From an optimization exercise on the open Yosys and OpenROAD flow, aimed at small area, a short achievable clock period and few clock cycles per item; shortcuts taken in it are not production practice.
No run shown here included a check of the RTL's function; only the layout flow was run.
Power is estimated from default activity; no workload was simulated.

$ cat flow/design.v
`default_nettype none
`default_nettype wire
`default_nettype none
package t2_pkg;
    typedef logic [6-1:0]              zb_t;
    typedef logic [9-1:0]            pass_t;
    typedef logic [32-1:0]           field_t;
    typedef logic [6-1:0]          bit_cnt_t;
    typedef logic [$clog2(8)-1:0]      cb_coord_t;
    typedef logic [16-1:0]         pkt_index_t;
    typedef enum logic [2:0] {
        HDR_IDLE,
        HDR_SOP,
        HDR_INDEX,
        HDR_TAG,
        HDR_PASS,
        HDR_LAST_WAIT
    } hdr_state_t;
endpackage
`default_nettype wire
`timescale 1ns/1ps
`default_nettype none
module t2_header_top (
    input  logic                clk,
    input  logic                rst_n,
    input  logic                zb_valid_i,
    input  t2_pkg::zb_t         zb_data_i,
    output logic                zb_ready_o,
    input  logic                pass_valid_i,
    input  t2_pkg::pass_t       pass_data_i,
    output logic                pass_ready_o,
    output logic                hdr_valid_o,
    output logic                hdr_last_o,
    output t2_pkg::field_t      hdr_data_o,
    output t2_pkg::bit_cnt_t    hdr_bit_cnt_o,
    output logic                hdr_insert_zero_o,
    input  logic                hdr_ready_i
);
    localparam logic [2:0] F_SOP  = 3'd0;
    localparam logic [2:0] F_IDX  = 3'd1;
    localparam logic [2:0] F_CODE = 3'd2;
    localparam logic [2:0] F_ROOT = 3'd4;
    localparam logic [2:0] F_M4   = 3'd5;
    localparam logic [2:0] F_M2   = 3'd6;
    localparam logic [2:0] F_LEAF = 3'd7;
    logic        in_v;
    logic [5:0]  in_d;
    logic [7:0]  in_row;     
    logic [7:0]  in_col;     
    logic [1:0]  in_q;       
    logic        in_first_root, in_first_m4;
    logic        rdy_q;
    logic        acc;
    logic [6:0]  acnt;       
    logic [6:0]  rcnt;       
    logic [6:0]  rcnt_f;     
    logic [5:0]  rf   [8][8];
    logic [5:0]  m4   [4];
    logic [5:0]  root;
    assign zb_ready_o = rdy_q;
    assign acc        = zb_valid_i && rdy_q;
    assign rcnt_f     = {~rcnt[6], rcnt[5:0]};
    logic [6:0] acnt_p1;
    logic       lim0, lim1;
    assign acnt_p1 = acnt + 7'd1;
    assign lim0    = (acnt == rcnt_f);
    assign lim1    = (acnt_p1 == rcnt_f);
    always_ff @(posedge clk or negedge rst_n) begin
        if (!rst_n) begin
            in_v   <= 1'b0;
            in_row <= '0;
            rdy_q  <= 1'b1;
            acnt   <= '0;
        end else begin
            in_v   <= acc;
            in_row <= acc ? (8'd1 << acnt[5:3]) : 8'd0;
            if (acc) acnt <= acnt_p1;
            rdy_q <= acc ? !lim1 : !lim0;
        end
    end
    always_ff @(posedge clk) begin
        if (acc) begin
            in_d          <= zb_data_i;
            in_col        <= 8'd1 << acnt[2:0];
            in_q          <= {acnt[5], acnt[2]};
            in_first_root <= (acnt[5:0] == 6'd0);
            in_first_m4   <= (acnt[4:3] == 2'b00 && acnt[1:0] == 2'b00);
        end
    end
    always_ff @(posedge clk) begin
        for (int y = 0; y < 8; y++) begin
            for (int x = 0; x < 8; x++) begin
                if (in_row[y] && in_col[x]) rf[y][x] <= in_d;
            end
        end
    end
    always_ff @(posedge clk) begin
        if (in_v && (in_first_root || in_d < root)) root <= in_d;
        for (int q = 0; q < 4; q++) begin
            if (in_v && in_q == q && (in_first_m4 || in_d < m4[q])) m4[q] <= in_d;
        end
    end
    logic        pb_v;
    logic [4:0]  pb_cls;     
    logic [6:0]  pb_off;     
    logic        pb_take;
    logic [8:0]  pd3, pd6, pd37;
    assign pass_ready_o = !pb_v;
    assign pb_take      = pass_valid_i && !pb_v;
    assign pd3  = pass_data_i - 9'd3;
    assign pd6  = pass_data_i - 9'd6;
    assign pd37 = pass_data_i - 9'd37;
    always_ff @(posedge clk) begin
        if (pb_take) begin
            if (pass_data_i == 9'd1) begin
                pb_cls <= 5'b00001; pb_off <= 7'd0;
            end else if (pass_data_i == 9'd2) begin
                pb_cls <= 5'b00010; pb_off <= 7'd0;
            end else if (pass_data_i <= 9'd5) begin
                pb_cls <= 5'b00100; pb_off <= {5'd0, pd3[1:0]};
            end else if (pass_data_i <= 9'd36) begin
                pb_cls <= 5'b01000; pb_off <= {2'd0, pd6[4:0]};
            end else begin
                pb_cls <= 5'b10000; pb_off <= pd37[6:0];
            end
        end
    end
    logic [15:0] code_d;
    logic [5:0]  code_b;
    assign code_d = ({16{pb_cls[4]}} & 16'hff80) | ({16{pb_cls[3]}} & 16'h01e0) |
                    ({16{pb_cls[2]}} & 16'h000c) | ({16{pb_cls[1]}} & 16'h0002) |
                    {9'd0, pb_off};
    assign code_b = ({6{pb_cls[0]}} & 6'd1) | ({6{pb_cls[1]}} & 6'd2) |
                    ({6{pb_cls[2]}} & 6'd4) | ({6{pb_cls[3]}} & 6'd9) |
                    ({6{pb_cls[4]}} & 6'd16);
    logic [4:0]  vc;
    logic [5:0]  grp_q [4];
    logic [5:0]  leaf_b;
    logic [5:0]  m2_nx, m4_nx, leaf_nx;
    logic [5:0]  blk;
    assign blk = rcnt[5:0];
    always_ff @(posedge clk) begin
        grp_q[0] <= rf[{vc[4:3], 1'b0}][{vc[1:0], 1'b0}];
        grp_q[1] <= rf[{vc[4:3], 1'b0}][{vc[1:0], 1'b1}];
        grp_q[2] <= rf[{vc[4:3], 1'b1}][{vc[1:0], 1'b0}];
        grp_q[3] <= rf[{vc[4:3], 1'b1}][{vc[1:0], 1'b1}];
    end
    logic ab, ac, ad, bc, bd, cd;
    logic sa, sb, sc;
    logic [5:0] min4;
    assign ab = grp_q[0] <= grp_q[1];
    assign ac = grp_q[0] <= grp_q[2];
    assign ad = grp_q[0] <= grp_q[3];
    assign bc = grp_q[1] <= grp_q[2];
    assign bd = grp_q[1] <= grp_q[3];
    assign cd = grp_q[2] <= grp_q[3];
    assign sa = ab && ac && ad;
    assign sb = !ab && bc && bd;
    assign sc = !ac && !bc && cd;
    always_comb begin
        if (sa)      min4 = grp_q[0];
        else if (sb) min4 = grp_q[1];
        else if (sc) min4 = grp_q[2];
        else         min4 = grp_q[3];
    end
    always_ff @(posedge clk) begin
        m2_nx   <= min4;
        m4_nx   <= m4[{blk[5], blk[2]}];
        leaf_nx <= blk[0] ? leaf_b : grp_q[{blk[3], 1'b0}];
    end
    logic [2:0]  ft;          
    logic [15:0] pkt_idx;
    logic        sop_a, sop_b;
    logic [15:0] dat_q;
    logic        ld_en, avail, ld;
    logic        full, begun;
    assign full  = (acnt == rcnt_f) && !in_v;
    assign begun = (acnt != rcnt);
    always_comb begin
        case (ft)
            F_SOP:   avail = begun;    
            F_ROOT:  avail = full;
            F_CODE:  avail = pb_v;
            default: avail = 1'b1;
        endcase
    end
    assign ld_en = !hdr_valid_o || hdr_ready_i;
    assign ld    = ld_en && avail;
    logic [5:0] tag;
    always_comb begin
        case (ft[1:0])
            2'd0:    tag = root;
            2'd1:    tag = m4_nx;
            2'd2:    tag = m2_nx;
            default: tag = leaf_nx;
        endcase
    end
    logic [2:0] ft_blk;
    always_comb begin
        if (blk == 6'd0)                                  ft_blk = F_SOP;
        else if (blk[4:3] == 2'b00 && blk[1:0] == 2'b00) ft_blk = F_M4;
        else if (!blk[3] && !blk[0])                      ft_blk = F_M2;
        else                                              ft_blk = F_LEAF;
    end
    always_ff @(posedge clk or negedge rst_n) begin
        if (!rst_n) begin
            hdr_valid_o <= 1'b0;
            ft          <= F_SOP;
            rcnt        <= '0;
            vc          <= '0;
            pkt_idx     <= '0;
            pb_v        <= 1'b0;
        end else begin
            if (ld_en) hdr_valid_o <= avail;
            if (pb_take) pb_v <= 1'b1;
            else if (ld && ft == F_CODE) pb_v <= 1'b0;
            if (ld) begin
                case (ft)
                    F_SOP:  ft <= F_IDX;
                    F_IDX: begin
                        ft      <= F_ROOT;
                        pkt_idx <= pkt_idx + 16'd1;
                    end
                    F_ROOT: ft <= F_M4;
                    F_M4:   ft <= F_M2;
                    F_M2:   ft <= F_LEAF;
                    F_LEAF: begin
                        ft   <= F_CODE;
                        rcnt <= rcnt + 7'd1;
                        if (!blk[0]) vc <= vc + 5'd1;
                    end
                    default: ft <= ft_blk;
                endcase
            end
        end
    end
    always_ff @(posedge clk) begin
        if (ld && ft == F_LEAF && !blk[0]) leaf_b <= grp_q[{blk[3], 1'b1}];
        if (ld)    sop_a <= (ft == F_SOP);
        if (ld_en) sop_b <= avail && (ft == F_SOP);
        if (ld) begin
            case (ft)
                F_SOP: begin
                    dat_q             <= 16'h0004;
                    hdr_bit_cnt_o     <= 6'd32;
                    hdr_insert_zero_o <= 1'b0;
                    hdr_last_o        <= 1'b0;
                end
                F_IDX: begin
                    dat_q             <= pkt_idx;
                    hdr_bit_cnt_o     <= 6'd16;
                    hdr_insert_zero_o <= 1'b0;
                    hdr_last_o        <= 1'b0;
                end
                F_CODE: begin
                    dat_q             <= code_d;
                    hdr_bit_cnt_o     <= code_b;
                    hdr_insert_zero_o <= 1'b0;
                    hdr_last_o        <= (blk == 6'd0);
                end
                default: begin
                    dat_q             <= {10'd0, tag};
                    hdr_bit_cnt_o     <= tag + 6'd1;
                    hdr_insert_zero_o <= 1'b1;
                    hdr_last_o        <= 1'b0;
                end
            endcase
        end
    end
    assign hdr_data_o = {{4{sop_a}}, {4{sop_b}}, sop_a, 2'b00, sop_b, 3'b000, sop_a, dat_q};
endmodule
`default_nettype wire
$ cat flow/run.sh
#!/bin/bash
# synth_recipe.tcl (not shown) runs the flow's synth.tcl, then flattens the netlist and writes it again
# the make line also repeats each setting of config.mk as NAME=value (left out here)
make -C /OpenROAD-flow-scripts/flow DESIGN_CONFIG=/design/flow/config.mk WORK_HOME=/design/flow/orfs CLKGATE_MAP_FILE= SYNTH_SCRIPT=/design/flow/synth_recipe.tcl finish
$ cat flow/config.mk
export PLATFORM = sky130hd
export DESIGN_NAME = t2_header_top
export DESIGN_NICKNAME = t2_header_top
export VERILOG_FILES = /design/flow/design.v
export SDC_FILE = /design/flow/constraint.sdc
export NUM_CORES = 4
export LEC_CHECK = 0
export CAP_MARGIN = 20
export CORE_MARGIN = 2
export CORE_UTILIZATION = 40
export SETUP_SLACK_MARGIN = 3.2
export SLEW_MARGIN = 20
$ cat flow/constraint.sdc
create_clock -name core_clock -period 5.5 [get_ports {clk}]
set_input_delay 1.1000 -clock core_clock [delete_from_list [all_inputs] [get_ports {clk}]]
set_output_delay 1.1000 -clock core_clock [all_outputs]
set_load 0.01 [all_outputs]
==> metrics.md, run 1 <==
| Metric | Value |
|---|---|
| Outcome | `no timing/DRC/antenna violations` |
| EDFF count, synth | `476` |
| Clk latency of the worst-skew pair | `620 ps` |
| Routed Antenna Nets | `0` |
| Setup violations, final | `0` |
| Starting Density | `40.5%` |
| Ys async rst share | `8.80%` |
| CTS tree | `built` |
| RSZ-0062 raised after global routing | `yes` |
| Worst VDD drop | `between 0.2 and 0.3 mV` |
| Critical path peak fanout | `4` |
| Hpwl dp | `42700 um` |
| Drt first pass iters | `25` |
| Predominant post-synthesis flop cell | `edfxtp_1` |
| Most frequent cells in the layout | `edfxtp_1, nand2_1, buf_4, and2_1, ha_1` |
| Clk buf depth | `3` |
| Achievable frequency | `414 MHz` |
| Slowest CP cell | `edfxtp_1` |
| Via count | `15400` |
| Grt total ovfl | `0` |
| Core area | `just under 0.06 mm^2` |
| Vias/cell | `~5.9` |
| Worst Path Required | `4400 ps` |
| Distinct cells, synth | `76` |
| Die W | `249 um` |
| Max incr delay on CP | `440 ps` |
| Vias in the first global route | `15000` |
| Hold Buf Count CTS | `0` |
| Tcrit/Tclk final | `43.9%` |
| Num rows | `89` |
| Setup crit start kind | `register` |
| Initial antenna violation count | `0` |
| Post-synthesis sequential area ratio | `between 60% and 70%` |
| Post-Syn Area per Cell | `14.5 um^2` |
| Most common cell after layout, fill and taps aside | `edfxtp_1` |
| Final min period | `between 2000 and 2500 ps` |
| Mapped Area | `0.0239 mm^2` |
| Routed len/inst | `26.2 um` |
| Total Power | `between 15 and 20 mW` |
| P&R area growth vs syn | `19.8%` |
| Routability cong. | `0.896` |
| CP endpoint kind | `output port` |
| Detailed Route WL | `a little under 70000 um` |
| First-pass GRT wire length | `98700 um` |
| Crit-path cells | `buf_6 -> buf_6` |
| Slew HR | `32.6%` |
| Leak pwr | `10.4 nW` |
| I/O pin total | `63` |
| Synth Register Bits | `roughly 570` |
| Ratio of cells with drive above 1 in the final layout | `23.3%` |
| CTS Buf Count | `58` |
| Worst Tran Pin Value | `1010 ps` |
| Iter 0 DRT Violations | `about 2200` |
| Final #Nets | `approximately 1900` |
| H-tree depth | `2` |
| Max-Cap Viols | `0` |
| Pin count of the biggest net entering global routing | `75` |
| Fill count | `4955` |
| DRC | `0` |
| Final Max Tran Viols | `0` |
| Number of port buffers | `57` |
| Cell mode on critical path | `buf_6` |
| Final hold vios | `0` |
| Die height | `249 um` |
| Yosys warning total | `4` |
| Clock-pin slew on the worst setup and hold paths | `60 ps` |
| Setup TNS | `0 ps` |
| Die footprint | `around 0.062 mm^2` |
| Arrival time worst endpoint | `1310 ps` |
| Worst Clk Skew | `11.1 ps` |
| GR Util All Layers | `21.4%` |
| Power Density | `530 mW/mm^2` |
| Hold Crit Class | `reg2reg` |
| Clock Sink Count | `568` |
| Clock tree root buffer cell | `clkbuf_16` |
| Cells after Synth | `1654` |
| Critical path type | `reg2out` |
-- cell usage after synthesis, types with 18 or more instances --
cell type    n  share of area (%)
a21o_1      28               0.88
a21oi_1     58                1.2
a221oi_1    20               0.73
a222oi_1    26                1.1
a22o_1      37                1.4
a22oi_1     60                1.9
and2_1      83                2.2
buf_2       18               0.38
clkbuf_1    45               0.71
dfrtp_1     49                5.1
dfxtp_1     42                3.5
edfxtp_1   476                 60
ha_1        78                4.1
inv_1       71                1.1
mux2_2      27                1.3
mux2i_1     26                1.1
nand2_1    106                1.7
nand3_1     28               0.59
nand4_1     23               0.60
nor2_1      46               0.72
nor2b_1     19               0.50
o21ai_0     49                1.0
xnor2_1     30                1.1
xor2_1      21               0.77
-- power breakdown --
| part | switching, mW | total (mW) | internal (mW) | leakage [nW] |
|---|---|---|---|---|
| Sequential | 0.681 | 6.06 | 5.38 | 5.33 |
| Clock | 1.70 | 4.34 | 2.64 | 1.02 |
| Combinational | 2.73 | 4.82 | 2.08 | 4.03 |
| Total | 5.11 | 15.2 | 10.1 | 10.4 |
-- critical path: cells and delay by family (launching register included) --
kind / cells / cell delay, ps
DFF: 1 / 440
buffers and inverters: 2 / 260
-- cell families (layout without fill, tap and decap cells) --
| group | after synthesis | after routing | share of synthesized area (%) |
|---|---|---|---|
| AOI/OAI and AO/OA | 350 | 350 | 10.7 |
| buffers and inverters | 164 | 352 | 2.99 |
| xor gates and xnor gates | 52 | 52 | 1.93 |
| other | 1 | 6 | 0.0157 |
| DFF | 568 | 568 | 68.4 |
| muxes | 67 | 67 | 3.67 |
| and+or+nand+nor | 374 | 375 | 8.21 |
| adders and majority gates | 78 | 78 | 4.08 |
-- through the flow --
step | setup slack, ps | util, % | cell area [um^2] | hold WS (ps) | cells
finish | 3090 | 48.5 | 28700 | 452 | 2621
floorplan | 2630 | - | 24100 | 422 | 1658
global route | 3010 | 48.5 | 28700 | 473 | 2620
detailed placement | 2340 | 42.9 | 25400 | 445 | 2425
CTS | 3020 | 47.1 | 27900 | 460 | 2565
global placement | 2320 | 42.9 | 25400 | 445 | 2425
-- per-layer routing --
layer  GRT usage (%)  wire (um)  vias up
met5               0          0        -
li1                -          -     6639
met2            34.0      31800      929
met1            29.0      27600     7635
met4            9.09       3080        0
met3            3.74       6280      164
-- flip-flops by register name, indices dropped and copies added, names as in the netlist, 2 cells and up, named ones only --
| signal | flops |
|---|---|
| hdr_bit_cnt_o | 6 |
| dat_q | 16 |
| ft | 2 |
| pkt_idx | 16 |
| grp_q | 24 |
| rcnt | 7 |
| in_row | 8 |
| rf | 384 |
| in_col | 8 |
| root | 6 |
| acnt | 7 |
| in_d | 6 |
| pb_off | 7 |
| m4 | 24 |
| in_q | 2 |
| m4_nx | 6 |
| vc | 5 |
| leaf_nx | 6 |
| m2_nx | 6 |
| pb_cls | 5 |
| leaf_b | 6 |
-- worst paths after layout --
| check | from | endpoint | slack (ps) | cells past startpoint |
|---|---|---|---|---|
| worst max-delay path | sop_b$_DFFE_PN_ | hdr_data_o[26] | 3090 | 2 |
| worst min-delay path | leaf_b[0]$_DFFE_PP_ | leaf_nx[0]$_DFF_P_ | 450 | 2 |
| worst max register to register | rcnt[5]$_DFFE_PN0P_ | hdr_bit_cnt_o[1]$_DFFE_PP_ | 3090 | 8 |
| worst min register to register | leaf_b[0]$_DFFE_PP_ | leaf_nx[0]$_DFF_P_ | 450 | 2 |
| max in group asynchronous | rst_n | vc[3]$_DFFE_PN0P_ | 4330 | 2 |
| min in group asynchronous | rst_n | pkt_idx[15]$_DFFE_PN0P_ | 610 | 2 |
-- area by class of cell --
class                   count  area, um^2  share of cell area, %
clock inverters            36         528                   1.84
inverters                  73         292                   1.02
flip-flops and latches    568       16500                   57.3
well taps                 773         967                   3.37
repair buffers            169        1530                   5.35
diodes                      1        2.50                0.00872
clock buffers              74        1600                   5.59
multi-input cells         927        7320                   25.5
-- timing repair --
action                     in CTS  in global routing
pin swaps                      12                 32
resized for setup             261                 78
gates cloned                    1                  6
setup buffers                  29                 49
setup endpoints to repair     153                137
==> run 2, diff against run 1 <==
--- a/flow/design.v
+++ b/flow/design.v
@@ -43,6 +43,12 @@
     localparam logic [2:0] F_M4   = 3'd5;
     localparam logic [2:0] F_M2   = 3'd6;
     localparam logic [2:0] F_LEAF = 3'd7;
+    function automatic logic lt6(input logic [5:0] a, input logic [5:0] b);
+        logic r;
+        r = 1'b0;
+        for (int i = 0; i < 6; i++) r = (!a[i] && b[i]) || (!(a[i] ^ b[i]) && r);
+        lt6 = r;
+    endfunction
     logic        in_v;
     logic [5:0]  in_d;
     logic [7:0]  in_row;     
@@ -95,9 +101,9 @@
         end
     end
     always_ff @(posedge clk) begin
-        if (in_v && (in_first_root || in_d < root)) root <= in_d;
+        if (in_v && (in_first_root || lt6(in_d, root))) root <= in_d;
         for (int q = 0; q < 4; q++) begin
-            if (in_v && in_q == q && (in_first_m4 || in_d < m4[q])) m4[q] <= in_d;
+            if (in_v && in_q == q && (in_first_m4 || lt6(in_d, m4[q]))) m4[q] <= in_d;
         end
     end
     logic        pb_v;
@@ -148,12 +154,12 @@
     logic ab, ac, ad, bc, bd, cd;
     logic sa, sb, sc;
     logic [5:0] min4;
-    assign ab = grp_q[0] <= grp_q[1];
-    assign ac = grp_q[0] <= grp_q[2];
-    assign ad = grp_q[0] <= grp_q[3];
-    assign bc = grp_q[1] <= grp_q[2];
-    assign bd = grp_q[1] <= grp_q[3];
-    assign cd = grp_q[2] <= grp_q[3];
+    assign ab = !lt6(grp_q[1], grp_q[0]);
+    assign ac = !lt6(grp_q[2], grp_q[0]);
+    assign ad = !lt6(grp_q[3], grp_q[0]);
+    assign bc = !lt6(grp_q[2], grp_q[1]);
+    assign bd = !lt6(grp_q[3], grp_q[1]);
+    assign cd = !lt6(grp_q[3], grp_q[2]);
     assign sa = ab && ac && ad;
     assign sb = !ab && bc && bd;
     assign sc = !ac && !bc && cd;
--- a/flow/config.mk
+++ b/flow/config.mk
@@ -7,6 +7,6 @@
 export LEC_CHECK = 0
 export CAP_MARGIN = 20
 export CORE_MARGIN = 2
-export CORE_UTILIZATION = 40
+export CORE_UTILIZATION = 55
 export SETUP_SLACK_MARGIN = 3.2
 export SLEW_MARGIN = 20
==> metrics.md, run 2 <==
| Metric | Value |
|---|---|
| Outcome | `no timing/DRC/antenna violations` |
| Post-synthesis sequential area ratio | `70.0% (+1.5 points)` |
| Detailed Route WL | `64900 um (-5.6%)` |
| Xor and xnor area share after synthesis | `1.95% (+0.016 points)` |
| Synth Area in Simple Gates | `8.73% (+0.51 points)` |
| Worst Tran Pin Value | `1040 ps (+35.9 ps)` |
| Predominant post-synthesis flop cell | `edfxtp_1` |
| Dpl cell area | `0.0246 mm^2 (-2.8%)` |
| First-pass GRT wire length | `94200 um (-4.6%)` |
| FF-to-FF End | `grp_q[0][3]$_DFF_P_` |
| Max incr delay on CP | `550 ps (+110 ps)` |
| RSZ-0062 raised after global routing | `yes` |
| GR Util All Layers | `29.3% (+8.0 points)` |
| Tcrit/Tclk final | `43.1% (-0.81 points)` |
| Power Density | `516 mW/mm^2 (-2.6%)` |
| Cell with the most instances after synthesis | `edfxtp_1` |
| Leak pwr | `9.83 nW (-5.3%)` |
| Crit path buffers/inverters | `1 (-1)` |
| Iter 0 DRT Violations | `1840 (-18%)` |
| Ratio of cells with drive above 1 in the final layout | `22.2% (-1.1 points)` |
| Ys async rst share | `8.80% (unchanged)` |
| Number of port buffers | `57 (unchanged)` |
| Via count | `14700 (-4.5%)` |
| Hold Crit Class | `reg2reg` |
| Worst Clk Skew | `23.8 ps (+12.7 ps)` |
| Drt first pass iters | `6 (-76%)` |
| Finished layout cell area | `0.0276 mm^2 (-3.7%)` |
| Post-Syn Area per Cell | `14.8 um^2 (+2.5%)` |
| Core area | `0.0419 mm^2 (-29%)` |
| Clock Sink Count | `568 (unchanged)` |
| EDFF count, synth | `476 (unchanged)` |
| Critical path peak fanout | `2 (-2)` |
| P&R area growth vs syn | `18.0%` |
| Final Worst Setup Slack | `3130 ps (+44.3 ps)` |
| Routed len/inst | `28.1 um (+7.2%)` |
| CP endpoint kind | `output port` |
| Routed Antenna Nets | `0 (unchanged)` |
| Crit path max-delay family | `flip-flops` |
| Worst VDD drop | `0.357 mV (+28%)` |
| Num rows | `75 (-16%)` |
| CP endpoint | `zb_ready_o` |
| Synth Register Bits | `568 (unchanged)` |
| Final min period | `2370 ps (-44.3 ps)` |
| Mapped Area | `0.0234 mm^2 (-2.2%)` |
| Grt total ovfl | `0 (unchanged)` |
| Largest area contributor in the netlist | `edfxtp_1` |
| Critical path depth | `1 (-1)` |
| Crit-path cells | `buf_6` |
| Arrival time worst endpoint | `1270 ps (-40 ps)` |
| CTS Buf Count | `57 (-1.7%)` |
| Die W | `210 um (-15%)` |
| R2R Setup Slk | `3150 ps (+60 ps)` |
| Clock tree root buffer cell | `clkbuf_16` |
| Vias/cell | `6.36 (+8.4%)` |
| Yosys top cell area share | `61.0% (+1.3 points)` |
| Reg2Reg Depth | `10 (+2)` |
| Setup violations, final | `0 (unchanged)` |
| Most flops, register | `rf` |
| Vias in the first global route | `14200 (-5.4%)` |
| Distinct cells, synth | `73 (-3.9%)` |
| Critical path type | `reg2out` |
| CTS tree | `built` |
| Max reg flops | `384 (unchanged)` |
| Top post-synthesis cells by area | `edfxtp_1, dfrtp_1, ha_1, dfxtp_1, a22oi_1` |
| Synth cell count leaders | `edfxtp_1, nand2_1, and2_1` |
| Reg-to-Reg Start | `vc[1]$_DFFE_PN0P_` |
| I/O pin total | `63 (unchanged)` |
| Clock-pin slew on the worst setup and hold paths | `60 ps (about the same)` |
| Hpwl dp | `41100 um (-3.8%)` |
| Die height | `210 um (-15%)` |
| Yosys warning total | `4 (unchanged)` |
| Worst Path Required | `4400 ps (about the same)` |
| Biggest regs | `rf (384), grp_q (24), m4 (24)` |
| Final hold vios | `0 (unchanged)` |
| DP Worst Slack | `2160 ps (-171 ps)` |
| Cells after Synth | `1578 (-4.6%)` |
| Post-synthesis compound-gate area fraction | `10.4% (-0.23 points)` |
| Routability cong. | `0.827 (-7.7%)` |
| Max-Cap Viols | `0 (unchanged)` |
| Pin count of the biggest net entering global routing | `70 (-6.7%)` |
| Achievable frequency | `422 MHz (+1.9%)` |
| Worst Setup SP | `rdy_q$_DFF_PN1_` |
| Die footprint | `0.0443 mm^2 (-28%)` |
| Worst hold stages | `2 (unchanged)` |
| Setup crit start kind | `register` |
| Slowest CP cell | `dfstp_2` |
| H-tree depth | `2 (unchanged)` |
| Worst hold margin | `450 ps (-1.46 ps)` |
| Most frequent cells in the layout | `edfxtp_1, nand2_1, buf_4, a22oi_1, and2_1` |
| Mux contribution to synthesized area | `2.65% (-1.0 points)` |
| DRC | `0 (unchanged)` |
| Final #Nets | `1814 (-4.3%)` |
| Slew HR | `30.2% (-2.4 points)` |
| Starting Density | `55.8% (+15 points)` |
| Largest family of logic cells by synthesized area | `compound AO/OA/AOI/OAI gates` |
| Clk latency of the worst-skew pair | `620 ps (about the same)` |
| Post-synthesis adder-cell area fraction | `3.85% (-0.23 points)` |
| Clk buf depth | `3 (unchanged)` |
| Initial antenna violation count | `4 (+4)` |
| Final Max Tran Viols | `0 (unchanged)` |
| Most common cell after layout, fill and taps aside | `edfxtp_1` |
| Setup TNS | `0 ps (unchanged)` |
run 2: changes by cell type after synthesis, sizes merged, moves of 16 or more:
cell / change
a21o: -20
a21oi: -17
a22oi: +17
inv: -32
mux2: -19
nand2: -16
run 2: kinds of logic (layout without fill, tap and decap cells):
| family | after synthesis | in the layout |
|---|---|---|
| flip-flops | 568 | 568 |
| multiplexers | 46 | 46 |
| buffers and inverters | 127 | 311 |
| other | 1 | 6 |
| XOR/XNOR | 50 | 50 |
| adder cells (fa/ha/maj) | 72 | 72 |
| AO/OA/AOI/OAI | 332 | 332 |
| AND/OR/NAND/NOR | 382 | 384 |
run 2: layout make-up:
cell class,count,area (um^2)
repair inverters,1,7.51
fillers,2977,14300
diodes,1,2.50
clock inverters,24,228
multi-input cells,889,7010
inverters,40,186
flip-flops and latches,568,16500
clock buffers,81,1650
repair buffers,165,1410
well taps,539,674
run 2: metrics by stage:
stage / cells / power (mW) / util, %
global placement: 2121 / 9.47 / 58.8
global route: 2307 / 14.9 / 65.9
finish: 2308 / 14.3 / 65.9
floorplan: 1582 / 8.13 / -
CTS: 2263 / 13.9 / 64.3
detailed placement: 2121 / 9.53 / 58.8
run 2: worst reg2reg max path, stage by stage (launching register included):
cell and delay [ps]:
dfrtp_2 440, buf_4 160, ha_4 170, buf_12 150, nand2b_4 100, nor2_4 60
buf_8 160, a222oi_1 570, nand3_1 180, nor2_1 140, a21oi_1 80
run 2: how the worst min path moves through the flow:
stage	to	from	slack, ps
6_report	leaf_nx[3]$_DFF_P_	leaf_b[3]$_DFFE_PP_	450
5_1_grt	leaf_nx[5]$_DFF_P_	leaf_b[5]$_DFFE_PP_	480
4_1_cts	leaf_nx[3]$_DFF_P_	leaf_b[3]$_DFFE_PP_	460
3_5_place_dp	leaf_nx[5]$_DFF_P_	leaf_b[5]$_DFFE_PP_	450
3_3_place_gp	leaf_nx[1]$_DFF_P_	leaf_b[1]$_DFFE_PP_	440
2_1_floorplan	in_q[1]$_DFFE_PP_	acnt[5]$_DFFE_PN0P_	420
run 2: report_power, final:
group          internal [mW]  switching [mW]  leakage, nW
combinational           1.89            2.56         3.58
sequential              5.37           0.569         5.33
clock                   2.23            1.64        0.922
total                   9.50            4.77         9.83
run 2: metal layers:
metal	track usage, %	share of wire, %	vias up
li1	-	-	6410
met1	45.2	44	7505
met2	43.8	45	673
met3	4.59	8.9	85
met4	7.75	1.9	0
met5	0	0	-
run 2: repair_timing:
item	4_1_cts	5_1_grt
setup endpoints to repair	121	107
pin swaps	21	32
buffers inserted	35	42
hold buffers	0	0
cloned	2	2
hold endpoints to repair	0	0
gates resized for setup	253	62
==> run 3, diff against run 2 <==
--- a/flow/design.v
+++ b/flow/design.v
@@ -51,8 +51,8 @@
     endfunction
     logic        in_v;
     logic [5:0]  in_d;
-    logic [7:0]  in_row;     
-    logic [7:0]  in_col;     
+    logic [7:0]  in_row_n;   
+    logic [7:0]  in_col_n;   
     logic [1:0]  in_q;       
     logic        in_first_root, in_first_m4;
     logic        rdy_q;
@@ -73,30 +73,28 @@
     assign lim1    = (acnt_p1 == rcnt_f);
     always_ff @(posedge clk or negedge rst_n) begin
         if (!rst_n) begin
-            in_v   <= 1'b0;
-            in_row <= '0;
+            in_v     <= 1'b0;
+            in_row_n <= '1;
             rdy_q  <= 1'b1;
             acnt   <= '0;
         end else begin
             in_v   <= acc;
-            in_row <= acc ? (8'd1 << acnt[5:3]) : 8'd0;
+            in_row_n <= acc ? ~(8'd1 << acnt[5:3]) : 8'hff;
             if (acc) acnt <= acnt_p1;
             rdy_q <= acc ? !lim1 : !lim0;
         end
     end
     always_ff @(posedge clk) begin
-        if (acc) begin
-            in_d          <= zb_data_i;
-            in_col        <= 8'd1 << acnt[2:0];
-            in_q          <= {acnt[5], acnt[2]};
-            in_first_root <= (acnt[5:0] == 6'd0);
-            in_first_m4   <= (acnt[4:3] == 2'b00 && acnt[1:0] == 2'b00);
-        end
+        in_d          <= zb_data_i;
+        in_col_n      <= ~(8'd1 << acnt[2:0]);
+        in_q          <= {acnt[5], acnt[2]};
+        in_first_root <= (acnt[5:0] == 6'd0);
+        in_first_m4   <= (acnt[4:3] == 2'b00 && acnt[1:0] == 2'b00);
     end
     always_ff @(posedge clk) begin
         for (int y = 0; y < 8; y++) begin
             for (int x = 0; x < 8; x++) begin
-                if (in_row[y] && in_col[x]) rf[y][x] <= in_d;
+                if (!(in_row_n[y] || in_col_n[x])) rf[y][x] <= in_d;
             end
         end
     end
@@ -179,13 +177,12 @@
     logic        sop_a, sop_b;
     logic [15:0] dat_q;
     logic        ld_en, avail, ld;
-    logic        full, begun;
-    assign full  = (acnt == rcnt_f) && !in_v;
-    assign begun = (acnt != rcnt);
+    logic        full_q, begun_q;
+    logic [2:0]  ft_nb;       
     always_comb begin
         case (ft)
-            F_SOP:   avail = begun;    
-            F_ROOT:  avail = full;
+            F_SOP:   avail = begun_q;    
+            F_ROOT:  avail = full_q;
             F_CODE:  avail = pb_v;
             default: avail = 1'b1;
         endcase
@@ -201,12 +198,16 @@
             default: tag = leaf_nx;
         endcase
     end
+    logic [6:0] rcnt_p1;
+    logic [5:0] nb;
     logic [2:0] ft_blk;
-    always_comb begin
-        if (blk == 6'd0)                                  ft_blk = F_SOP;
-        else if (blk[4:3] == 2'b00 && blk[1:0] == 2'b00) ft_blk = F_M4;
-        else if (!blk[3] && !blk[0])                      ft_blk = F_M2;
-        else                                              ft_blk = F_LEAF;
+    assign rcnt_p1 = rcnt + 7'd1;
+    assign nb      = rcnt_p1[5:0];
+    always_comb begin
+        if (nb == 6'd0)                                 ft_blk = F_SOP;
+        else if (nb[4:3] == 2'b00 && nb[1:0] == 2'b00) ft_blk = F_M4;
+        else if (!nb[3] && !nb[0])                      ft_blk = F_M2;
+        else                                            ft_blk = F_LEAF;
     end
     always_ff @(posedge clk or negedge rst_n) begin
         if (!rst_n) begin
@@ -216,7 +217,12 @@
             vc          <= '0;
             pkt_idx     <= '0;
             pb_v        <= 1'b0;
+            full_q      <= 1'b0;
+            begun_q     <= 1'b0;
+            ft_nb       <= F_SOP;
         end else begin
+            full_q  <= (acnt == rcnt_f) && !acc;
+            begun_q <= (acnt != rcnt) || acc;
             if (ld_en) hdr_valid_o <= avail;
             if (pb_take) pb_v <= 1'b1;
             else if (ld && ft == F_CODE) pb_v <= 1'b0;
@@ -231,11 +237,12 @@
                     F_M4:   ft <= F_M2;
                     F_M2:   ft <= F_LEAF;
                     F_LEAF: begin
-                        ft   <= F_CODE;
-                        rcnt <= rcnt + 7'd1;
+                        ft    <= F_CODE;
+                        rcnt  <= rcnt_p1;
+                        ft_nb <= ft_blk;
                         if (!blk[0]) vc <= vc + 5'd1;
                     end
-                    default: ft <= ft_blk;
+                    default: ft <= ft_nb;
                 endcase
             end
         end
@@ -262,7 +269,7 @@
                     dat_q             <= code_d;
                     hdr_bit_cnt_o     <= code_b;
                     hdr_insert_zero_o <= 1'b0;
-                    hdr_last_o        <= (blk == 6'd0);
+                    hdr_last_o        <= (ft_nb == F_SOP);
                 end
                 default: begin
                     dat_q             <= {10'd0, tag};
--- a/flow/config.mk
+++ b/flow/config.mk
@@ -8,5 +8,6 @@
 export CAP_MARGIN = 20
 export CORE_MARGIN = 2
 export CORE_UTILIZATION = 55
-export SETUP_SLACK_MARGIN = 3.2
+export CTS_BUF_LIST = sky130_fd_sc_hd__clkbuf_8
+export SETUP_SLACK_MARGIN = 3.3
 export SLEW_MARGIN = 20
==> metrics.md, run 3 <==
| Metric | Value |
|---|---|
| Crit path max-delay family | `flip-flops` |
| Largest area contributor in the netlist | `edfxtp_1` |
| Area of the multi-input gates | `0.00714 mm^2 (+1.8%)` |
| Die W | `211 um (+0.16%)` |
| Via count | `15300 (+4.2%)` |
| H-tree depth | `3 (+1)` |
| Hold path endpoint | `leaf_nx[1]$_DFF_P_` |
| Cell mode on critical path | `buf_6` |
| Setup violations, final | `0 (unchanged)` |
| Synth Area in Simple Gates | `8.15% (-0.58 points)` |
| Core area | `0.0420 mm^2 (+0.22%)` |
| Initial antenna violation count | `1 (-3)` |
| Max-Cap Viols | `0 (unchanged)` |
| Predominant post-synthesis flop cell | `edfxtp_1` |
| Reg area | `0.0164 mm^2 (-0.14%)` |
| Yosys top cell area share | `58.5% (-2.5 points)` |
| Hpwl dp | `41800 um (+1.7%)` |
| Synth Register Bits | `573 (+0.88%)` |
| Routed len/inst | `28.2 um (+0.41%)` |
| Clk buf depth | `3 (unchanged)` |
| Worst hold stages | `2 (unchanged)` |
| Worst VDD drop | `0.231 mV (-35%)` |
| Achievable frequency | `406 MHz (-3.7%)` |
| Cell Count, Final, Fillers Out | `2435 (+5.5%)` |
| Detailed Route WL | `68800 um (+5.9%)` |
| Die footprint | `0.0444 mm^2 (+0.33%)` |
| Iter 0 DRT Violations | `2146 (+17%)` |
| EDFF count, synth | `458 (-3.8%)` |
| Slowest CP cell | `edfxtp_1` |
| Max reg flops | `384 (unchanged)` |
| Worst Path Required | `4400 ps (about the same)` |
| Slew HR | `38.6% (+8.4 points)` |
| Setup crit start kind | `register` |
| I/O pin total | `63 (unchanged)` |
| Post-synthesis adder-cell area fraction | `3.94% (+0.094 points)` |
| Worst Clk Skew | `34.2 ps (+10.3 ps)` |
| Max incr delay on CP | `450 ps (-100 ps)` |
| Pin count of the biggest net entering global routing | `68 (-2.9%)` |
| CTS Buf Count | `92 (+61%)` |
| Distinct cells, synth | `66 (-9.6%)` |
| Leak pwr | `10.1 nW (+3.1%)` |
| Final Worst Setup Slack | `3040 ps (-92.0 ps)` |
| Largest family of logic cells by synthesized area | `compound AO/OA/AOI/OAI gates` |
| Final hold vios | `0 (unchanged)` |
| Grt total ovfl | `0 (unchanged)` |
| Routability cong. | `0.899 (+8.8%)` |
| Post-synthesis compound-gate area fraction | `10.3% (-0.10 points)` |
| Fill count | `3034 (+1.9%)` |
| Crit path buffers/inverters | `2 (+1)` |
| Post-synthesis sequential area ratio | `69.5% (-0.43 points)` |
| Arrival time worst endpoint | `1360 ps (+90 ps)` |
| CP endpoint kind | `output port` |
| Power Density | `459 mW/mm^2 (-11%)` |
| First-pass GRT wire length | `97800 um (+3.8%)` |
| Tcrit/Tclk final | `44.7% (+1.7 points)` |
| Ratio of cells with drive above 1 in the final layout | `24.7% (+2.5 points)` |
| Clock-pin slew on the worst setup and hold paths | `60 ps (about the same)` |
| Drt first pass iters | `12 (+6)` |
| Mapped Area | `0.0235 mm^2 (+0.34%)` |
| Die height | `211 um (+0.16%)` |
| Most frequent cells in the layout | `edfxtp_1, nor2_1, nand2_1, clkbuf_8, buf_4` |
| Reg2Reg Depth | `9 (-1)` |
| Synth cell count leaders | `edfxtp_1, nor2_1, nand2_1` |
| Reg-to-Reg Start | `vc[0]$_DFFE_PN0P_` |
| R2R Setup Slk | `3260 ps (+110 ps)` |
| P&R area growth vs syn | `19.0%` |
| FF-to-FF End | `grp_q[2][1]$_DFF_P_` |
| Final min period | `2460 ps (+92.0 ps)` |
| DRC | `0 (unchanged)` |
| GR Util All Layers | `30.7% (+1.4 points)` |
| Final Max Tran Viols | `0 (unchanged)` |
| # diodes | `0 (-1)` |
| Total placed cells including tap cells | `2160 (+1.8%)` |
| Critical path type | `reg2out` |
| Hold Path Origin | `leaf_b[1]$_DFFE_PP_` |
| Num rows | `75 (unchanged)` |
| Clock Sink Count | `573 (+0.88%)` |
| Most common cell after layout, fill and taps aside | `edfxtp_1` |
| Routed Antenna Nets | `0 (unchanged)` |
| Mux contribution to synthesized area | `3.24% (+0.59 points)` |
| Cell with the most instances after synthesis | `edfxtp_1` |
| Ys async rst share | `9.60% (+0.80 points)` |
| Setup TNS | `0 ps (unchanged)` |
| Number of port buffers | `57 (unchanged)` |
| Total Power | `12.8 mW (-10%)` |
| Vias/cell | `6.28 (-1.2%)` |
| Yosys warning total | `4 (unchanged)` |
| Most flops, register | `rf` |
| Critical path peak fanout | `6 (+4)` |
| Outcome | `no timing/DRC/antenna violations` |
| Clk latency of the worst-skew pair | `690 ps (+70 ps)` |
| Worst Tran Pin Value | `917 ps (-127 ps)` |
| Hold Crit Class | `reg2reg` |
| Vias in the first global route | `14700 (+3.8%)` |
| Crit-path cells | `buf_6 -> buf_6` |
| Biggest regs | `rf (384), grp_q (24), m4 (24)` |
| Hold Buf Count CTS | `0 (unchanged)` |
| Starting Density | `55.9% (+0.063 points)` |
| Xor and xnor area share after synthesis | `1.98% (+0.025 points)` |
| Clock tree root buffer cell | `clkbuf_8` |
| Cells after Synth | `1647 (+4.4%)` |
| Top post-synthesis cells by area | `edfxtp_1, dfxtp_1, dfrtp_1, ha_1, a22oi_1` |
| CTS tree | `built` |
| DP Worst Slack | `2220 ps (+53.2 ps)` |
| Final #Nets | `1913 (+5.5%)` |
| RSZ-0062 raised after global routing | `yes` |
| Post-Syn Area per Cell | `14.3 um^2 (-3.9%)` |
run 3: cell count changes after synthesis, moves of 5 or more:
cell and delta:
nor2_1 +67, nor3_1 -7, a221oi_1 -5, edfxtp_1 -18, dfstp_2 +8, and2_1 -60
a21oi_1 +5, o21ai_0 -12, xnor2_1 +8, dfxtp_1 +18, o21ai_1 +18, a22oi_1 -12
clkbuf_1 +23, nand2_1 +28
run 3: cell families after synthesis:
logic type      count (synthesis)
flops                         573
fa+ha+maj                      74
xor+xnor                       53
simple gates                  402
mux                            56
other cells                     1
compound gates                335
buf+inv                       153
run 3: final cells by class:
| type | count | share of cell area [%] |
|---|---|---|
| Clock buffer | 108 | 5.31 |
| Clock inverter | 63 | 1.05 |
| Inverter | 43 | 0.743 |
| Multi-Input combinational cell | 927 | 25.5 |
| Sequential cell | 573 | 58.8 |
| Tap cell | 539 | 2.41 |
| Timing Repair Buffer | 182 | 6.16 |
run 3: worst max path at each step:
stage	startpoint	endpoint	slack (ps)	cells after the start
after floorplan	pass_data_i[1]	pb_off[3]$_SDFFCE_PP0P_	3130	8
after global placement	vc[4]$_DFFE_PN0P_	grp_q[0][5]$_DFF_P_	2120	5
after detailed placement	pass_data_i[1]	pb_off[3]$_SDFFCE_PP0P_	2220	9
after CTS	sop_a$_DFFE_PP_	hdr_data_o[30]	2980	2
after global routing	sop_a$_DFFE_PP_	hdr_data_o[30]	2960	2
final	sop_a$_DFFE_PP_	hdr_data_o[30]	3040	2
run 3: metrics by stage:
| stage | area (um^2) | util, % | hold slack (ps) |
|---|---|---|---|
| detailed placement | 24600 | 58.5 | 443 |
| global placement | 24600 | 58.5 | 438 |
| CTS | 27200 | 64.6 | 458 |
| finish | 28000 | 66.5 | 456 |
| global route | 28000 | 66.5 | 491 |
| floorplan | 23700 | - | 372 |
run 3: what timing repair did:
item,CTS,global route
buffers inserted,51,45
endpoints found under the setup margin,164,105
pin swaps,25,37
gates resized for setup,286,82
cloned,2,6
run 3: worst reg2reg max path, cell delays in order (launching register included):
cell and delay, ps:
dfrtp_2 460, inv_4 70, ha_4 170, buf_12 140
buf_4 150, nor4_4 260, buf_4 260, nand2_1 240
and4_1 280, nand4_1 120
run 3: metal layers:
| layer | GRT usage, % | up-vias | wire, um |
|---|---|---|---|
| li1 | - | 6645 | - |
| met4 | 13.4 | 0 | 2910 |
| met5 | 0 | - | 0 |
| met3 | 5.74 | 162 | 6640 |
| met1 | 41.7 | 7640 | 26700 |
| met2 | 49.0 | 847 | 32500 |
run 3: where the power goes:
| group | leakage, nW | internal (mW) | total [mW] | switching (mW) |
|---|---|---|---|---|
| logic | 3.73 | 1.54 | 3.45 | 1.91 |
| clock network | 1.07 | 1.80 | 3.48 | 1.69 |
| registers | 5.33 | 5.28 | 5.90 | 0.621 |
==> run 4, diff against run 3 <==
--- a/flow/config.mk
+++ b/flow/config.mk
@@ -8,6 +8,5 @@
 export CAP_MARGIN = 20
 export CORE_MARGIN = 2
 export CORE_UTILIZATION = 55
-export CTS_BUF_LIST = sky130_fd_sc_hd__clkbuf_8
 export SETUP_SLACK_MARGIN = 3.3
 export SLEW_MARGIN = 20
==> metrics.md, run 4 <==
| Metric | Value |
|---|---|
| Outcome | `no timing/DRC/antenna violations` |
| Hold Path Origin | `leaf_b[1]$_DFFE_PP_` |
| Routability cong. | `0.899 (unchanged)` |
| Max incr delay on CP | `450 ps (about the same)` |
| Pin count of the biggest net entering global routing | `68 (unchanged)` |
| Yosys top cell area share | `58.5% (unchanged)` |
| Worst VDD drop | `0.345 mV (+49%)` |
| Power Density | `473 mW/mm^2 (+3.1%)` |
| DR top layer | `met4` |
| Die footprint | `0.0444 mm^2 (unchanged)` |
| Post-Syn Area per Cell | `14.3 um^2 (unchanged)` |
| CTS tree | `built` |
| Routed Antenna Nets | `0 (unchanged)` |
| Synth cell count leaders | `edfxtp_1, nor2_1, nand2_1` |
| Most flops, register | `rf` |
| Vias in the first global route | `14400 (-2.0%)` |
| Metal-1 WL | `26900 um (+0.79%)` |
| Dpl cell area | `0.0246 mm^2 (unchanged)` |
| Hold path endpoint | `leaf_nx[1]$_DFF_P_` |
| Die W | `211 um (unchanged)` |
| Setup TNS | `0 ps (unchanged)` |
| Cell with the most instances after synthesis | `edfxtp_1` |
| Routed len/inst | `29.1 um (+2.9%)` |
| Setup crit start kind | `register` |
| EDFF count, synth | `458 (unchanged)` |
| Worst Tran Pin Value | `894 ps (-22.6 ps)` |
| Max reg flops | `384 (unchanged)` |
| Crit-path cells | `buf_6 -> buf_6` |
| Hold Buf Count CTS | `0 (unchanged)` |
| FF-to-FF End | `grp_q[2][1]$_DFF_P_` |
| Via count | `15200 (-0.78%)` |
| DRC | `0 (unchanged)` |
| I/O pin total | `63 (unchanged)` |
| Most common cell after layout, fill and taps aside | `edfxtp_1` |
| Cell mode on critical path | `buf_6` |
| Starting Density | `55.9% (unchanged)` |
| Core area | `0.0420 mm^2 (unchanged)` |
| Ratio of cells with drive above 1 in the final layout | `24.5% (-0.17 points)` |
| Num rows | `75 (unchanged)` |
| Final hold vios | `0 (unchanged)` |
| R2R Setup Slk | `3240 ps (-20 ps)` |
| Setup violations, final | `0 (unchanged)` |
| Clk latency of the worst-skew pair | `630 ps (-60 ps)` |
| Final min period | `2420 ps (-41.1 ps)` |
| Biggest regs | `rf (384), grp_q (24), m4 (24)` |
| Hold Crit Class | `reg2reg` |
| H-tree depth | `2 (-1)` |
| WL met3 | `6290 um (-5.2%)` |
| Worst Path Required | `4400 ps (about the same)` |
| Cells after Synth | `1647 (unchanged)` |
| Most frequent cells in the layout | `edfxtp_1, nor2_1, nand2_1, buf_4` |
| Clock Sink Count | `573 (unchanged)` |
| Reg-to-Reg Start | `vc[0]$_DFFE_PN0P_` |
| Post-synthesis sequential area ratio | `69.5% (unchanged)` |
| Predominant post-synthesis flop cell | `edfxtp_1` |
| P&R area growth vs syn | `19.9%` |
| GR Util All Layers | `30.4% (-0.30 points)` |
| Iter 0 DRT Violations | `1988 (-7.4%)` |
| Clock tree root buffer cell | `clkbuf_16` |
| Grt total ovfl | `0 (unchanged)` |
| CP endpoint kind | `output port` |
| Ys async rst share | `9.60% (unchanged)` |
| Initial antenna violation count | `2 (+1)` |
| # diodes | `0 (unchanged)` |
| Final Max Tran Viols | `0 (unchanged)` |
| Fill count | `3028 (-0.20%)` |
| First-pass GRT wire length | `97000 um (-0.85%)` |
| Arrival time worst endpoint | `1320 ps (-40 ps)` |
| Largest area contributor in the netlist | `edfxtp_1` |
| Routed wl met2 | `32900 um (+1.1%)` |
| Distinct cells, synth | `66 (unchanged)` |
| Finished layout cell area | `0.0282 mm^2 (+0.74%)` |
| Tcrit/Tclk final | `44.0% (-0.75 points)` |
| Worst hold stages | `2 (unchanged)` |
| Crit path max-delay family | `flip-flops` |
| Reg2Reg Depth | `11 (+2)` |
| Hpwl dp | `41800 um (unchanged)` |
| Worst Clk Skew | `13.6 ps (-20.6 ps)` |
| Worst Setup SP | `sop_a$_DFFE_PP_` |
| Max-Cap Viols | `0 (unchanged)` |
| Reg area | `0.0164 mm^2 (about the same)` |
| Clock-pin slew on the worst setup and hold paths | `60 ps (about the same)` |
| Achievable frequency | `413 MHz (+1.7%)` |
| Leak pwr | `10.0 nW (-0.93%)` |
| CTS Buf Count | `57 (-38%)` |
| Area of the multi-input gates | `0.00722 mm^2 (+1.1%)` |
| Critical path type | `reg2out` |
| Slew HR | `40.2% (+1.5 points)` |
| Vias/cell | `6.39 (+1.7%)` |
| Number of port buffers | `57 (unchanged)` |
| Slowest CP cell | `edfxtp_1` |
| Die height | `211 um (unchanged)` |
| Yosys warning total | `4 (unchanged)` |
| Drt first pass iters | `6 (-6)` |
| Crit path buffers/inverters | `2 (unchanged)` |
| Detailed Route WL | `69000 um (+0.39%)` |
| Final #Nets | `1881 (-1.7%)` |
| Clk buf depth | `3 (unchanged)` |
| RSZ-0062 raised after global routing | `yes` |
| Top post-synthesis cells by area | `edfxtp_1, dfxtp_1, dfrtp_1, ha_1, a22oi_1` |
| Critical path depth | `2 (unchanged)` |
| Critical path peak fanout | `6 (unchanged)` |
| Mapped Area | `0.0235 mm^2 (unchanged)` |
| Synth Register Bits | `573 (unchanged)` |
## run 4: cell counts after synthesis
Identical to the previous run, type by type.
## run 4: worst reg2reg max path, stage by stage, from the launching register on
cell and delay [ps]:
dfrtp_1 410, buf_6 140, ha_4 160, buf_12 130, buf_12 140, and2_4 160
buf_12 140, buf_4 160, nand2_1 60, o21ai_0 110, a221oi_1 280, nand4_1 200
## run 4: cells by family (layout without fill, tap and decap cells)
logic type	Yosys count	count (layout)	share of synthesized area (%)
mux	56	56	3.24
flops	573	573	69.5
simple gates	402	406	8.15
xor+xnor	53	53	1.98
compound gates	335	335	10.3
other cells	1	5	0.0160
fa+ha+maj	74	74	3.94
buf+inv	153	334	2.82
## run 4: repair_timing
| item | in CTS | in global routing |
|---|---|---|
| gates cloned | 2 | 9 |
| pin swaps | 27 | 52 |
| buffers inserted | 62 | 34 |
| setup endpoints to repair | 167 | 119 |
| gates resized for setup | 288 | 103 |
## run 4: final cells by class
type                    count  share of cell area (%)
clock buffers              74                    5.43
inverters                  43                   0.728
clock inverters            34                    1.13
flip-flops and latches    573                    58.3
well taps                 539                    2.39
repair buffers            183                    6.36
multi-input cells         929                    25.6
## run 4: metal layers
metal  global-route usage (%)  up-vias
li1                         -     6578
met1                     41.5     7593
met2                     50.2      848
met3                     4.37      156
met4                     11.2        0
met5                        0        -
## run 4: power breakdown
| part | switching (mW) | leakage, nW | internal, mW |
|---|---|---|---|
| clock network | 1.66 | 0.906 | 2.20 |
| logic | 1.95 | 3.80 | 1.64 |
| registers | 0.620 | 5.33 | 5.28 |
## run 4: how the worst max path moves through the flow
stage / end / slack [ps]
after global placement: grp_q[0][5]$_DFF_P_ / 2120
after CTS: hdr_data_o[30] / 3040
after detailed placement: pb_off[3]$_SDFFCE_PP0P_ / 2220
final: hdr_data_o[30] / 3080
after floorplan: pb_off[3]$_SDFFCE_PP0P_ / 3130
after global routing: hdr_data_o[30] / 3020
## run 4: stage by stage
step | setup WS, ps | std cells | hold WS [ps] | util [%] | total power, mW
after floorplan | 3130 | 1651 | 372 | - | 7.53
after global placement | 2120 | 2160 | 438 | 58.5 | 8.59
after detailed placement | 2220 | 2160 | 443 | 58.5 | 8.62
after CTS | 3040 | 2332 | 461 | 65.0 | 12.8
after global routing | 3020 | 2375 | 480 | 67.0 | 13.8
final | 3080 | 2375 | 463 | 67.0 | 13.3
==> run 5, diff against run 4 <==
--- a/flow/design.v
+++ b/flow/design.v
@@ -49,12 +49,6 @@
         for (int i = 0; i < 6; i++) r = (!a[i] && b[i]) || (!(a[i] ^ b[i]) && r);
         lt6 = r;
     endfunction
-    logic        in_v;
-    logic [5:0]  in_d;
-    logic [7:0]  in_row_n;   
-    logic [7:0]  in_col_n;   
-    logic [1:0]  in_q;       
-    logic        in_first_root, in_first_m4;
     logic        rdy_q;
     logic        acc;
     logic [6:0]  acnt;       
@@ -73,35 +67,32 @@
     assign lim1    = (acnt_p1 == rcnt_f);
     always_ff @(posedge clk or negedge rst_n) begin
         if (!rst_n) begin
-            in_v     <= 1'b0;
-            in_row_n <= '1;
-            rdy_q  <= 1'b1;
-            acnt   <= '0;
+            rdy_q <= 1'b1;
+            acnt  <= '0;
         end else begin
-            in_v   <= acc;
-            in_row_n <= acc ? ~(8'd1 << acnt[5:3]) : 8'hff;
             if (acc) acnt <= acnt_p1;
             rdy_q <= acc ? !lim1 : !lim0;
         end
     end
-    always_ff @(posedge clk) begin
-        in_d          <= zb_data_i;
-        in_col_n      <= ~(8'd1 << acnt[2:0]);
-        in_q          <= {acnt[5], acnt[2]};
-        in_first_root <= (acnt[5:0] == 6'd0);
-        in_first_m4   <= (acnt[4:3] == 2'b00 && acnt[1:0] == 2'b00);
-    end
+    logic [7:0] row_sel, col_sel;
+    logic [1:0] q_w;
+    logic       first_root, first_m4;
+    assign row_sel    = 8'd1 << acnt[5:3];
+    assign col_sel    = 8'd1 << acnt[2:0];
+    assign q_w        = {acnt[5], acnt[2]};
+    assign first_root = (acnt[5:0] == 6'd0);
+    assign first_m4   = (acnt[4:3] == 2'b00 && acnt[1:0] == 2'b00);
     always_ff @(posedge clk) begin
         for (int y = 0; y < 8; y++) begin
             for (int x = 0; x < 8; x++) begin
-                if (!(in_row_n[y] || in_col_n[x])) rf[y][x] <= in_d;
+                if (acc && row_sel[y] && col_sel[x]) rf[y][x] <= zb_data_i;
             end
         end
     end
     always_ff @(posedge clk) begin
-        if (in_v && (in_first_root || lt6(in_d, root))) root <= in_d;
+        if (acc && (first_root || lt6(zb_data_i, root))) root <= zb_data_i;
         for (int q = 0; q < 4; q++) begin
-            if (in_v && in_q == q && (in_first_m4 || lt6(in_d, m4[q]))) m4[q] <= in_d;
+            if (acc && q_w == q && (first_m4 || lt6(zb_data_i, m4[q]))) m4[q] <= zb_data_i;
         end
     end
     logic        pb_v;
@@ -177,12 +168,12 @@
     logic        sop_a, sop_b;
     logic [15:0] dat_q;
     logic        ld_en, avail, ld;
-    logic        full_q, begun_q;
+    logic        begun_q;
     logic [2:0]  ft_nb;       
     always_comb begin
         case (ft)
             F_SOP:   avail = begun_q;    
-            F_ROOT:  avail = full_q;
+            F_ROOT:  avail = !rdy_q;     
             F_CODE:  avail = pb_v;
             default: avail = 1'b1;
         endcase
@@ -217,11 +208,9 @@
             vc          <= '0;
             pkt_idx     <= '0;
             pb_v        <= 1'b0;
-            full_q      <= 1'b0;
             begun_q     <= 1'b0;
             ft_nb       <= F_SOP;
         end else begin
-            full_q  <= (acnt == rcnt_f) && !acc;
             begun_q <= (acnt != rcnt) || acc;
             if (ld_en) hdr_valid_o <= avail;
             if (pb_take) pb_v <= 1'b1;
--- a/flow/config.mk
+++ b/flow/config.mk
@@ -8,5 +8,7 @@
 export CAP_MARGIN = 20
 export CORE_MARGIN = 2
 export CORE_UTILIZATION = 55
-export SETUP_SLACK_MARGIN = 3.3
+export CTS_CLUSTER_DIAMETER = 80
+export CTS_CLUSTER_SIZE = 25
+export SETUP_SLACK_MARGIN = 3.1
 export SLEW_MARGIN = 20
==> metrics.md, run 5 <==
| Metric | Value |
|---|---|
| Biggest regs | `rf (384), grp_q (24), m4 (24)` |
| First-pass GRT wire length | `96500 um (-0.51%)` |
| Max-Cap Viols | `0 (unchanged)` |
| Outcome | `no timing/DRC/antenna violations` |
| Post-synthesis compound-gate area fraction | `10.7% (+0.41 points)` |
| Final Max Tran Viols | `0 (unchanged)` |
| Iter 0 DRT Violations | `1922 (-3.3%)` |
| Setup crit start kind | `register` |
| Tcrit/Tclk final | `45.5% (+1.5 points)` |
| CTS tree | `built` |
| Cell Count, Final, Fillers Out | `2251 (-5.2%)` |
| Die footprint | `0.0430 mm^2 (-3.2%)` |
| # diodes | `0 (unchanged)` |
| Power Density | `473 mW/mm^2 (-0.17%)` |
| Leak pwr | `9.07 nW (-9.7%)` |
| Max reg flops | `384 (unchanged)` |
| EDFF count, synth | `458 (unchanged)` |
| Die W | `207 um (-1.6%)` |
| Achievable frequency | `399 MHz (-3.3%)` |
| Final hold vios | `0 (unchanged)` |
| Worst Path Required | `4400 ps (about the same)` |
| Routability cong. | `0.891 (-0.95%)` |
| Synth Register Bits | `545 (-4.9%)` |
| Mux contribution to synthesized area | `2.94% (-0.30 points)` |
| Worst hold margin | `444 ps (-19.2 ps)` |
| Starting Density | `55.7% (-0.23 points)` |
| Via count | `14600 (-3.5%)` |
| Synth cell count leaders | `edfxtp_1, nor2_1, nand2_1` |
| Most common cell after layout, fill and taps aside | `edfxtp_1` |
| Finished layout cell area | `0.0264 mm^2 (-6.3%)` |
| Cell with the most instances after synthesis | `edfxtp_1` |
| I/O pin total | `63 (unchanged)` |
| Hold Crit Class | `reg2reg` |
| Distinct cells, synth | `69 (+4.5%)` |
| Final Worst Setup Slack | `3000 ps (-83.9 ps)` |
| Clock Sink Count | `545 (-4.9%)` |
| Worst VDD drop | `0.300 mV (-13%)` |
| Largest area contributor in the netlist | `edfxtp_1` |
| Cell mode on critical path | `buf_6` |
| Initial antenna violation count | `1 (-1)` |
| Post-Syn Area per Cell | `14.3 um^2 (about the same)` |
| DRC | `0 (unchanged)` |
| Largest family of logic cells by synthesized area | `compound AO/OA/AOI/OAI gates` |
| Critical path peak fanout | `5 (-1)` |
| Yosys warning total | `4 (unchanged)` |
| Clk buf depth | `3 (unchanged)` |
| Pin count of the biggest net entering global routing | `68 (unchanged)` |
| Post-synthesis sequential area ratio | `69.2% (-0.38 points)` |
| Most frequent cells in the layout | `edfxtp_1, nand2_1, buf_4, a22oi_1, ha_1` |
| Xor and xnor area share after synthesis | `2.08% (+0.11 points)` |
| RSZ-0062 raised after global routing | `yes` |
| Total Power | `12.5 mW (-6.5%)` |
| Ys async rst share | `8.26% (-1.3 points)` |
| Grt total ovfl | `0 (unchanged)` |
| Clock tree root buffer cell | `clkbuf_16` |
| Num rows | `74 (-1.3%)` |
| Most flops, register | `rf` |
| Post-synthesis adder-cell area fraction | `4.07% (+0.13 points)` |
| CTS Buf Count | `29 (-49%)` |
| Yosys top cell area share | `60.5% (+2.0 points)` |
| Slowest CP cell | `edfxtp_1` |
| Vias/cell | `6.50 (+1.8%)` |
| DP Worst Slack | `1790 ps (-432 ps)` |
| CP endpoint kind | `output port` |
| Worst Tran Pin Value | `986 ps (+91.6 ps)` |
| Max incr delay on CP | `450 ps (about the same)` |
| P&R area growth vs syn | `16.1%` |
| Routed Antenna Nets | `0 (unchanged)` |
| Ratio of cells with drive above 1 in the final layout | `21.5% (-3.0 points)` |
| Slew HR | `34.1% (-6.0 points)` |
| Clk latency of the worst-skew pair | `630 ps (about the same)` |
| Routed len/inst | `29.5 um (+1.4%)` |
| Core area | `0.0408 mm^2 (-2.9%)` |
| Fill count | `2989 (-1.3%)` |
| Vias in the first global route | `14400 (-0.22%)` |
| GR Util All Layers | `30.4% (about the same)` |
| H-tree depth | `1 (-1)` |
| Cells after Synth | `1593 (-3.3%)` |
| Detailed Route WL | `66300 um (-3.9%)` |
| Final core occ | `64.6% (-2.4 points)` |
| Total placed cells including tap cells | `2122 (-1.8%)` |
| Final min period | `2500 ps (+83.9 ps)` |
| Dpl cell area | `0.0239 mm^2 (-2.7%)` |
| Number of port buffers | `57 (unchanged)` |
| Arrival time worst endpoint | `1400 ps (+80 ps)` |
| Final #Nets | `1790 (-4.8%)` |
| Clock-pin slew on the worst setup and hold paths | `100 ps (+40 ps)` |
| Setup violations, final | `0 (unchanged)` |
| Worst Clk Skew | `45.5 ps (+31.9 ps)` |
| Die height | `207 um (-1.6%)` |
| Predominant post-synthesis flop cell | `edfxtp_1` |
| Top post-synthesis cells by area | `edfxtp_1, dfrtp_1, ha_1, dfxtp_1, a22oi_1` |
| Drt first pass iters | `8 (+2)` |
| Hpwl dp | `43500 um (+3.9%)` |
| Synth Area in Simple Gates | `8.38% (+0.23 points)` |
| Critical path type | `reg2out` |
| Crit-path cells | `buf_6 -> buf_6 -> buf_6` |
| Setup TNS | `0 ps (unchanged)` |
| Mapped Area | `0.0227 mm^2 (-3.3%)` |
[run 5: cell families after synthesis]
family	Yosys count
adder cells (fa/ha/maj)	74
AO/OA/AOI/OAI	339
buffers and inverters	137
other	1
AND/OR/NAND/NOR	393
flip-flops	545
XOR/XNOR	54
multiplexers	50
[run 5: worst max-delay path: cells and delay by family (launching register included)]
kind | cells | cell delay, ps
buffers and inverters | 3 | 360
DFF | 1 | 450
[run 5: path summary, 6_finish.rpt]
| check | depth (start not counted) | from | slack, ps | endpoint |
|---|---|---|---|---|
| max reg2reg | 8 | vc[3]$_DFFE_PN0P_ | 3030 | grp_q[3][1]$_DFF_P_ |
| min reg2reg | 2 | leaf_b[5]$_DFFE_PP_ | 440 | leaf_nx[5]$_DFF_P_ |
| min in group asynchronous | 1 | rst_n | 470 | pkt_idx[15]$_DFFE_PN0P_ |
| min | 2 | leaf_b[5]$_DFFE_PP_ | 440 | leaf_nx[5]$_DFF_P_ |
| max | 3 | sop_a$_DFFE_PP_ | 3000 | hdr_data_o[23] |
| max in group asynchronous | 2 | rst_n | 4260 | vc[4]$_DFFE_PN0P_ |
[run 5: repair_timing]
action,CTS,global route
endpoints found under the setup margin,520,291
buffers inserted,46,27
gates cloned,1,1
gates resized for setup,266,83
pin swaps,21,26
endpoints found under the hold margin,0,0
hold buffers,0,0
[run 5: power breakdown]
| group | total, mW | switching (mW) | internal [mW] |
|---|---|---|---|
| sequential | 5.54 | 0.488 | 5.05 |
| combinational | 4.48 | 2.69 | 1.79 |
| clock | 2.45 | 1.38 | 1.07 |
[run 5: layout make-up]
cell class	count	area, um^2	share of cell area [%]
Clock buffer	43	798	3.03
Clock inverter	11	148	0.560
Inverter	43	191	0.725
Multi-Input combinational cell	915	7280	27.6
Sequential cell	545	15800	59.7
Tap cell	532	666	2.52
Timing Repair Buffer	162	1540	5.84
[run 5: per-layer routing]
metal  global-route usage (%)  vias up  share of wire (%)
li1                         -     6337                  -
met1                     40.2     7355                 38
met2                     51.7      792                 49
met3                     4.55      157                8.3
met4                     10.8        0                4.3
met5                        0        -                  0

## afterwards: timing with drivers on the ports
No port has a modelled driver above. Below, the same layouts with a new extraction and two added sets of constraints. Step 1 (the two cells are an assumption about what drives the block):
set clk [get_ports {clk}]
set_driving_cell -lib_cell sky130_fd_sc_hd__clkbuf_16 $clk
set_driving_cell -lib_cell sky130_fd_sc_hd__buf_2 [delete_from_list [all_inputs] $clk]
Step 2 adds t to the input delays and takes it off the output delays; t is the mean of the earliest and latest rising clock arrival at the registers after step 1. Input paths then give back, and output paths get back, about the clock's delay inside the block. a / b / c = no drivers / after step 1 / after step 2; a / b = the first two.
run | t, ns | slack for setup (ns) | worst setup path at the end | latest minus earliest clock arrival (ns) | worst slew at a driven data input, ns
run 1 | 0.671 | 3.087 / 3.030 / 2.595 | input to register | 0.017 / 0.017 | 0.04
run 2 | 0.660 | 3.131 / 3.080 / 2.602 | input to register | 0.026 / 0.026 | 0.04
run 3 | 0.724 | 3.039 / 2.986 / 2.660 | input to register | 0.035 / 0.035 | 0.04
run 4 | 0.677 | 3.080 / 3.024 / 2.762 | input to register | 0.019 / 0.020 | 0.04
run 5 | 0.669 | 2.996 / 2.938 / 2.395 | input to register | 0.045 / 0.046 | 0.16
After both steps setup and hold are still met in every run listed. The setup slack of run 5, which loses most, moves by -0.058 ns with the drivers and by -0.601 ns with both steps.
